What follows belongs to an exercise in optimizing a design on an open flow for small area, a short achievable clock period and few clock cycles per item; a production flow would make more cautious choices. Function was checked by simulation only, so behaviour that the tests miss may differ from the original.

==> flow/design.v (excerpt) <==
module min_max_normalize_top #(
  parameter int MAX_ELEMENTS = 64
) (
  input  wire logic        clk,
  input  wire logic        rst,
  input  wire logic        push,
  output logic             full,
  input  wire logic [32:0] item,     
  output logic             empty,
  input  wire logic        pop,
  output logic [33:0]      result    
);
clock: 8.0 ns
lec_check: 0
cap_margin: 20
core_margin: 2
core_utilization: 45
cts_cluster_diameter: 80
cts_cluster_size: 24
place_density: 0.6
setup_slack_margin: 5.0
slew_margin: 20
standard.sh (not shown) runs the stock make flow with config.mk's settings and CLKGATE_MAP_FILE= SYNTH_SCRIPT=/design/flow/synth_recipe.tcl, a recipe that flattens the netlist after the stock synthesis.
==> flow/flow/run.sh <==
#!/bin/bash
# Layout flow: the standard layout (standard.sh, all of ORFS's own steps and
# scripts), except that synthesis maps the logic with a delay-targeted ABC
# script (flow/abc_speed.script) in place of ORFS's abc_speed.script.
# make's output goes to flow_make.log; ORFS keeps each tool's log under orfs/logs.
set -euo pipefail
WORK=$(cd "$(dirname "$0")/.." && pwd)
cd "$WORK"
rm -rf "$WORK/scripts_abc"
cp -r "$FLOW_HOME/scripts" "$WORK/scripts_abc"
cp "$WORK/flow/abc_speed.script" "$WORK/scripts_abc/abc_speed.script"
bash "$WORK/standard.sh" "SCRIPTS_DIR=$WORK/scripts_abc" finish > "$WORK/flow_make.log" 2>&1
==> flow/flow/abc_speed.script <==
strash
dch -f
map -D 2200
buffer -p
upsize -D 2200
The starting point finished with timing, DRC and antenna clean.
Testbench counts at the start, summed over its fixed seeds: cycles 9,932, items 9,268.
==> next run, changes <==
--- a/flow/config.mk
+++ b/flow/config.mk
@@ -14 +14 @@
-export SETUP_SLACK_MARGIN = 5.0
+export SETUP_SLACK_MARGIN = 4.9
Effect: The changed run finished with timing, DRC and antenna clean; register-to-register slack degrades by 0.03 ns; wire length came out lower slightly; cell area came out lower slightly; sequential share of layout area came out higher by 0.62 points; synthesized cell count does not change.


min_max_normalize_top, a different RTL version from the one above (not shown whole).
Size in the first run: ~9,100 cells after synthesis, ~3,800 flip-flops, ~73 I/O pins, about 130,000 um2 of cells after synthesis.
make LEC_CHECK=0 CAP_MARGIN=20 CORE_MARGIN=2 CORE_UTILIZATION=45 CTS_CLUSTER_DIAMETER=80 CTS_CLUSTER_SIZE=24 PLACE_DENSITY=0.6 SETUP_SLACK_MARGIN=4.5 SLEW_MARGIN=20 finish   # period 8.0 ns
run.sh (not shown) runs the stock make flow with config.mk's settings and CLKGATE_MAP_FILE= SYNTH_SCRIPT=/design/flow/synth_recipe.tcl, a recipe that flattens the netlist after the stock synthesis.
Stock flow here: none of the scripts above is used.
Testbench counts at the start, summed over its fixed seeds: cycles 9,932, items 9,268.
==> next run, changes <==
--- a/flow/config.mk
+++ b/flow/config.mk
@@ -8,8 +8,8 @@
 export CAP_MARGIN = 20
 export CORE_MARGIN = 2
-export CORE_UTILIZATION = 45
+export CORE_UTILIZATION = 55
 export CTS_CLUSTER_DIAMETER = 80
 export CTS_CLUSTER_SIZE = 24
-export PLACE_DENSITY = 0.6
-export SETUP_SLACK_MARGIN = 4.5
+export PLACE_DENSITY = 0.7
+export SETUP_SLACK_MARGIN = 4.8
 export SLEW_MARGIN = 20
=>
- The changed run passed the timing, design-rule and antenna checks
- routed wire length went up by about 3.6%
- area after synthesis is unchanged
- first-iteration DRC count went up by about 24%
- cell count went down by about 4.3%
- worst hold slack gains 0.052 ns
- design area went up by about 1.8%
- core utilization went up by 13 points
- setup slack loses 0.16 ns


min_max_normalize_top, a different RTL version from the one above (not shown whole).
For scale: about 12000 cells after synthesis, roughly 3800 flip-flops, roughly 130000 sq um of cells after synthesis.
clock: 8.0 ns
lec_check: 0
cap_margin: 20
core_margin: 2
core_utilization: 45
cts_cluster_diameter: 80
cts_cluster_size: 24
place_density: 0.6
setup_slack_margin: 4.9
slew_margin: 20
standard.sh (not shown) runs the stock make flow with config.mk's settings and CLKGATE_MAP_FILE= SYNTH_SCRIPT=/design/flow/synth_recipe.tcl, a recipe that flattens the netlist after the stock synthesis.
Scripts as last shown in full above: flow/flow/run.sh, flow/flow/abc_speed.script
Testbench counts at the start, summed over its fixed seeds: cycles 9,932, items 9,268.
Next try:
==> flow/flow/abc_speed.script (replaced) <==
strash
dch -f
map -D 2000
buffer -p
upsize -D 2000
- CTS_CLUSTER_DIAMETER: 80 -> 90
- CTS_CLUSTER_SIZE: 24 -> 28
- SETUP_SLACK_MARGIN: 4.9 -> 5.0
Effect: Wire length goes up by 0.34%; final area goes down by 0.50%; die area stays flat; hold slack is about the same; area after synthesis barely changes.

[what the ideal ports hide]
In the flow no input, the clock included, has a driving cell. The finished layouts below were timed again as built, in two steps. Step 1 (the two cells are an assumption about what drives the block):
set clk [get_ports {clk}]
set_driving_cell -lib_cell sky130_fd_sc_hd__clkbuf_16 $clk
set_driving_cell -lib_cell sky130_fd_sc_hd__buf_2 [delete_from_list [all_inputs] $clk]
Step 2 moves the port delays by t, midway between the first and last clock arrival at a register: inputs arrive t later, outputs are due t later. That takes back most of the time a late clock gives input paths. a / b / c = ideal / step 1 / step 2; a / b = the first two.
run	t, ns	setup slack, ns	hold WS [ns]
the first run of note 1	0.963	4.766 / 4.673 / 4.164	0.281 / 0.281 / 0.281
the second run of note 1	0.967	4.757 / 4.663 / 4.067	0.281 / 0.281 / 0.281
the first run of note 2	0.960	4.339 / 4.339 / 4.311	0.242 / 0.242 / 0.242
the second run of note 2	0.960	4.183 / 4.183 / 4.183	0.294 / 0.294 / 0.294
the first run of note 3	0.972	4.891 / 4.893 / 3.984	0.286 / 0.286 / 0.286
the second run of note 3	0.948	4.984 / 4.892 / 4.198	0.288 / 0.288 / 0.288
After both steps setup and hold are still met in every run listed. For the first run of note 3, which loses most, drivers alone change the setup slack by +0.002 ns; drivers and shift together by -0.907 ns.
